Context: an optimization exercise on an open-source flow, tuned for small area. The choices shown serve that exercise and are no tape-out recipe. At most, simulation tests tie the RTL to the original design; equivalence was not proved.

## layer_top
module layer_top (
   input  logic             clk,
   input  logic             reset,
   input  logic             s_valid,
   input  logic             m_ready,
   input  layer_pkg::data_t data_in,
   output logic             s_ready,
   output logic             m_valid,
   output layer_pkg::data_t data_out
);
Size in the first run: ~180 flip-flops, ~38 I/O pins, ~12000 µm² of cells after synthesis.
==> module layer_sequencer, before the edit <==
module layer_sequencer (
   input  logic                 clk,
   input  logic                 reset,
   input  logic                 s_valid,
   input  logic                 m_ready,
   output logic                 s_ready,
   output logic                 m_valid,
   output logic                 vec_wr_en,    
   output layer_pkg::vec_addr_t pos,          
   output logic                 run,          
   output logic                 en,           
   output layer_pkg::out_idx_t  out_idx,      
   output logic [5:0]           entry_next,   
   output logic                 x_bypass      
);
   layer_pkg::vec_addr_t load_cnt;    
   logic vec_pending;    
   logic done;           
   logic fire;
   logic start;
   logic gap;            
   assign m_valid = done;
   assign fire    = done & m_ready;
   assign start = (pos[1:0] == 2'd0) && (pos[2] != out_idx[0]) && !run && (!done || fire)
                  && (out_idx != '0 || vec_pending || vec_wr_en);
   assign en    = start | run;
   assign s_ready   = (pos == load_cnt)
                      && (load_cnt != '0 || !vec_pending || (start && out_idx == 4'd15));
   assign vec_wr_en = s_ready & s_valid;
   assign gap       = (pos == load_cnt) && (load_cnt != '0) && !s_valid;
   assign x_bypass  = (pos == load_cnt) && out_idx == '0;
   layer_pkg::vec_addr_t pos_d;
   layer_pkg::out_idx_t  out_idx_d;
   logic                 finish;         
   assign finish     = run && pos[1:0] == 2'd3 && !(gap && out_idx == '0);
   assign pos_d      = reset ? '0 : pos + 1'b1;
   assign out_idx_d  = reset ? '0 : out_idx + finish;
   assign entry_next = {out_idx_d, pos_d[1:0]};
   always_ff @(posedge clk) begin
      pos     <= pos_d;
      out_idx <= out_idx_d;
   end
   always_ff @(posedge clk) begin
      if (reset) begin
         load_cnt    <= '0;
         vec_pending <= 1'b0;
         run         <= 1'b0;
         done        <= 1'b0;
      end else begin
         if (vec_wr_en)
            load_cnt <= load_cnt + 1'b1;
         if (vec_wr_en && load_cnt == 3'd7)
            vec_pending <= 1'b1;
         else if (start && out_idx == 4'd15)
            vec_pending <= 1'b0;
         if (start)
            run <= 1'b1;
         else if (run && (pos[1:0] == 2'd3 || (gap && out_idx == '0)))
            run <= 1'b0;
         if (finish)
            done <= 1'b1;
         else if (fire)
            done <= 1'b0;
      end
   end
endmodule
clock: 7.0 ns
lec_check: 0
cap_margin: 20
core_margin: 2
core_utilization: 40
slew_margin: 20
run.sh (not shown) runs the stock make flow with config.mk's settings and CLKGATE_MAP_FILE= SYNTH_SCRIPT=/design/flow/synth_recipe.tcl, a recipe that flattens the netlist after the stock synthesis.
The starting point finished with timing, DRC and antenna clean.
Rerun with:
--- a/flow/design.v
+++ b/flow/design.v
@@ -59,13 +59,15 @@
    logic done;           
    logic fire;
+   logic can_start;
    logic start;
+   logic last_start;     
    logic gap;            
    assign m_valid = done;
    assign fire    = done & m_ready;
-   assign start = (pos[1:0] == 2'd0) && (pos[2] != out_idx[0]) && !run && (!done || fire)
-                  && (out_idx != '0 || vec_pending || vec_wr_en);
-   assign en    = start | run;
-   assign s_ready   = (pos == load_cnt)
-                      && (load_cnt != '0 || !vec_pending || (start && out_idx == 4'd15));
+   assign can_start  = (pos[1:0] == 2'd0) && (pos[2] != out_idx[0]) && !run && (!done || fire);
+   assign start      = can_start && (out_idx != '0 || vec_pending || vec_wr_en);
+   assign last_start = can_start && out_idx == 4'd15;
+   assign en         = start | run;
+   assign s_ready   = (pos == load_cnt) && (load_cnt != '0 || !vec_pending || last_start);
    assign vec_wr_en = s_ready & s_valid;
    assign gap       = (pos == load_cnt) && (load_cnt != '0) && !s_valid;
Result:
- first-iteration DRC count rises by 3.5%
- area after synthesis hardly moves
- global-route usage rises by 0.68 points
- setup slack got worse by 0.042 ns
- synthesized cell count barely changes
- core utilization hardly moves
- via count falls by 1.1%
- cell area stays flat
- fmax falls by about 0.6%
For the first run of this note, only the layout was checked, not whether the RTL still works.

* * *

Setup of north:
Another version of the RTL of layer_top (not shown whole).
For scale: about 38 I/O pins.
Settings: LEC_CHECK=0, CAP_MARGIN=20, CORE_MARGIN=2, CORE_UTILIZATION=40, SLEW_MARGIN=20; clock period 7.0 ns.
standard.sh (not shown) runs the stock make flow with config.mk's settings and CLKGATE_MAP_FILE= SYNTH_SCRIPT=/design/flow/synth_recipe.tcl, a recipe that flattens the netlist after the stock synthesis.
==> flow/flow/run.sh <==
#!/bin/bash
# The standard synthesis, then its combinational logic mapped again by
# ABC with an area-oriented script (flow/abc_resyn.script): the standard
# synthesis's registers and full-adder cells stay exactly as they are, with their
# names; full adders may work on complemented signals (flow/fa_polarity.py).
# Then the standard layout of that netlist, with extra ORFS make
# variables from flow/make_vars (one per line).
# Logs: flow_synth.log and flow_make.log (make's output), flow_fa_polarity.log,
# flow_resyn.log and flow_resyn_check.log (Yosys); each ORFS step also keeps its own log under orfs/logs.
set -euo pipefail
args=()
while IFS= read -r line; do
   [[ -z "$line" || "$line" == \#* ]] && continue
   args+=("$line")
done < flow/make_vars

bash standard.sh "${args[@]}" synth > flow_synth.log 2>&1

RES=orfs/results/$FLOW_PLATFORM/layer_top/base
LIB=$FLOW_HOME/platforms/$FLOW_PLATFORM/lib/sky130_fd_sc_hd__tt_025C_1v80.lib
YOSYS=$FLOW_HOME/../tools/install/yosys/bin/yosys
DONT_USE=$(grep -o 'sky130_fd_sc_hd__[a-z0-9_]*' $FLOW_HOME/platforms/$FLOW_PLATFORM/config.mk | sort -u | sed 's/^/-dont_use /' | tr '\n' ' ')
cp $RES/1_2_yosys.v 1_2_yosys_standard.v
# Full adders on complemented signals where that saves inverters
python3 flow/fa_polarity.py 1_2_yosys_standard.v 1_2_yosys_fapol.v > flow_fa_polarity.log 2>&1
cat > resyn.ys <<EOT
read_liberty -ignore_miss_func $LIB
read_verilog 1_2_yosys_fapol.v
hierarchy -top $FLOW_TOP
blackbox sky130_fd_sc_hd__dfxtp_1 sky130_fd_sc_hd__edfxtp_1 sky130_fd_sc_hd__fa_1 sky130_fd_sc_hd__conb_1
tee -o resyn_stat_before.txt stat -liberty $LIB
flatten
opt -purge
abc -script $PWD/flow/abc_resyn.script -liberty $LIB $DONT_USE -constr $PWD/orfs/objects/$FLOW_PLATFORM/layer_top/base/abc.constr
splitnets
opt_clean -purge
hilomap -singleton -hicell sky130_fd_sc_hd__conb_1 HI -locell sky130_fd_sc_hd__conb_1 LO
insbuf -buf sky130_fd_sc_hd__buf_4 A X
tee -o resyn_stat_after.txt stat -liberty $LIB
write_verilog -noattr -nohex -nodec 1_2_yosys_resyn.v
EOT
$YOSYS -s resyn.ys > flow_resyn.log 2>&1
# The new netlist must be fully mapped and hold the same registers
cat > resyn_check.ys <<EOT
read_liberty -lib $LIB
read_verilog 1_2_yosys_resyn.v
hierarchy -check -top $FLOW_TOP
check -assert -mapped
EOT
$YOSYS -s resyn_check.ys > flow_resyn_check.log 2>&1
regs() { grep -oE 'sky130_fd_sc_hd__e?dfxtp_[0-9]+ +\\?[^ ]+' "$1" | sort; }
if ! diff <(regs 1_2_yosys_standard.v) <(regs 1_2_yosys_resyn.v) > flow_resyn_regs.diff; then
   echo "registers differ from the standard synthesis" >&2
   exit 1
fi
cp 1_2_yosys_resyn.v $RES/1_2_yosys.v
rm -f $RES/1_synth.odb
bash standard.sh "${args[@]}" finish > flow_make.log 2>&1
Other scripts of this flow, unchanged in this note and not shown: flow/flow/abc_resyn.script, flow/flow/fa_polarity.py, flow/flow/make_vars
Every stage of the flow completed for north, and the final layout passed the timing, design-rule and antenna checks.
The following lists how south was set up differently from north:
--- a/flow/design.v
+++ b/flow/design.v
@@ -505,56 +505,56 @@
    assign cy[5] = (op_a[4] & op_b[4]) | (op_a[4] & cy[4]) | (op_b[4] & cy[4]);
    assign sum[5] = op_a[5] ^ op_b[5] ^ cy[5];
    assign cy_out[6] = (op_a[5] & op_b[5]) | (op_a[5] & cy[5]) | (op_b[5] & cy[5]);
    assign cy[6] = run & acc_cy[6];
    assign sum[6] = op_a[6] ^ op_b[6] ^ cy[6];
    assign cy[7] = (op_a[6] & op_b[6]) | (op_a[6] & cy[6]) | (op_b[6] & cy[6]);
    assign sum[7] = op_a[7] ^ op_b[7] ^ cy[7];
    assign cy[8] = (op_a[7] & op_b[7]) | (op_a[7] & cy[7]) | (op_b[7] & cy[7]);
    assign sum[8] = op_a[8] ^ op_b[8] ^ cy[8];
    assign cy[9] = (op_a[8] & op_b[8]) | (op_a[8] & cy[8]) | (op_b[8] & cy[8]);
    assign sum[9] = op_a[9] ^ op_b[9] ^ cy[9];
-   assign cy_out[10] = (op_a[9] & op_b[9]) | (op_a[9] & cy[9]) | (op_b[9] & cy[9]);
-   assign cy[10] = run & acc_cy[10];
+   assign cy[10] = (op_a[9] & op_b[9]) | (op_a[9] & cy[9]) | (op_b[9] & cy[9]);
    assign sum[10] = op_a[10] ^ op_b[10] ^ cy[10];
-   assign cy[11] = (op_a[10] & op_b[10]) | (op_a[10] & cy[10]) | (op_b[10] & cy[10]);
+   assign cy_out[11] = (op_a[10] & op_b[10]) | (op_a[10] & cy[10]) | (op_b[10] & cy[10]);
+   assign cy[11] = run & acc_cy[11];
    assign sum[11] = op_a[11] ^ op_b[11] ^ cy[11];
    assign cy[12] = (op_a[11] & op_b[11]) | (op_a[11] & cy[11]) | (op_b[11] & cy[11]);
    assign sum[12] = op_a[12] ^ op_b[12] ^ cy[12];
    assign cy[13] = (op_a[12] & op_b[12]) | (op_a[12] & cy[12]) | (op_b[12] & cy[12]);
    assign sum[13] = op_a[13] ^ op_b[13] ^ cy[13];
    assign cy_out[14] = (op_a[13] & op_b[13]) | (op_a[13] & cy[13]) | (op_b[13] & cy[13]);
    assign cy[14] = run & acc_cy[14];
    assign sum[14] = op_a[14] ^ op_b[14] ^ cy[14];
    assign cy[15] = (op_a[14] & op_b[14]) | (op_a[14] & cy[14]) | (op_b[14] & cy[14]);
    assign sum[15] = op_a[15] ^ op_b[15] ^ cy[15];
    assign cy_out[0] = 1'b0;
    assign cy_out[1] = 1'b0;
    assign cy_out[2] = 1'b0;
    assign cy_out[3] = 1'b0;
    assign cy_out[4] = 1'b0;
    assign cy_out[5] = 1'b0;
    assign cy_out[7] = 1'b0;
    assign cy_out[8] = 1'b0;
    assign cy_out[9] = 1'b0;
-   assign cy_out[11] = 1'b0;
+   assign cy_out[10] = 1'b0;
    assign cy_out[12] = 1'b0;
    assign cy_out[13] = 1'b0;
    assign cy_out[15] = 1'b0;
    logic [15:0] cy_q;    
    always_ff @(posedge clk)
       if (en) begin
          acc  <= sum;
-         cy_q <= cy_out & 16'h4440;
+         cy_q <= cy_out & 16'h4840;
       end
-   assign acc_cy = cy_q & 16'h4440;
+   assign acc_cy = cy_q & 16'h4840;
 endmodule
 module mac_array (
    input  logic                 clk,
    input  logic                 vec_wr_en,
    input  logic                 x_bypass,
    input  layer_pkg::data_t     data_in,
    input  layer_pkg::vec_addr_t pos,
    input  logic                 run,
    input  logic                 en,
    input  layer_pkg::out_idx_t  out_idx,
    input  logic [5:0]           entry_next,
### Flow results
Cmp south and north / non-clock buffer contribution to total cell area / higher: north. Compared with north, south shows a number of gates on the worst path with buffers counted that is 3 lower. Maximum frequency from static timing analysis came out lower on south than on north. When south is set beside north, its sequential share of layout area turns out to be 0.35 points larger. The final reports for south and north show met2 track utilization from global routing lower in the former.

[static timing again, ports no longer ideal]
The flow's constraints put no driver on any port. The routed layouts listed below were extracted and timed again, unchanged, in two steps. Step 1, drivers: a clkbuf_16 drives clk and a buf_2 each remaining input, both assumed. Step 2, shift: input delay + t, output delay - t, t = (earliest + latest rising clock arrival at the registers) / 2. This alone moves slack from input paths to output paths. a / b / c = ideal ports / drivers / drivers and shift; a / b = the first two.
run	t (ns)	slack for setup (ns)	slew at the worst register clock pin (ns)
the first run of note 1	0.478	0.294 / 0.317 / -0.161	0.07 / 0.07
the second run of note 1	0.489	0.252 / 0.274 / -0.215	0.09 / 0.09
north	0.500	0.382 / 0.382 / 0.382	0.11 / 0.11
south	0.493	0.330 / 0.330 / 0.330	0.11 / 0.11
Met with ideal ports but missed after step 2: setup timing in the first run of note 1 and the second run of note 1. For the second run of note 1, which loses most, drivers alone change the setup slack by +0.022 ns; drivers and shift together by -0.467 ns.
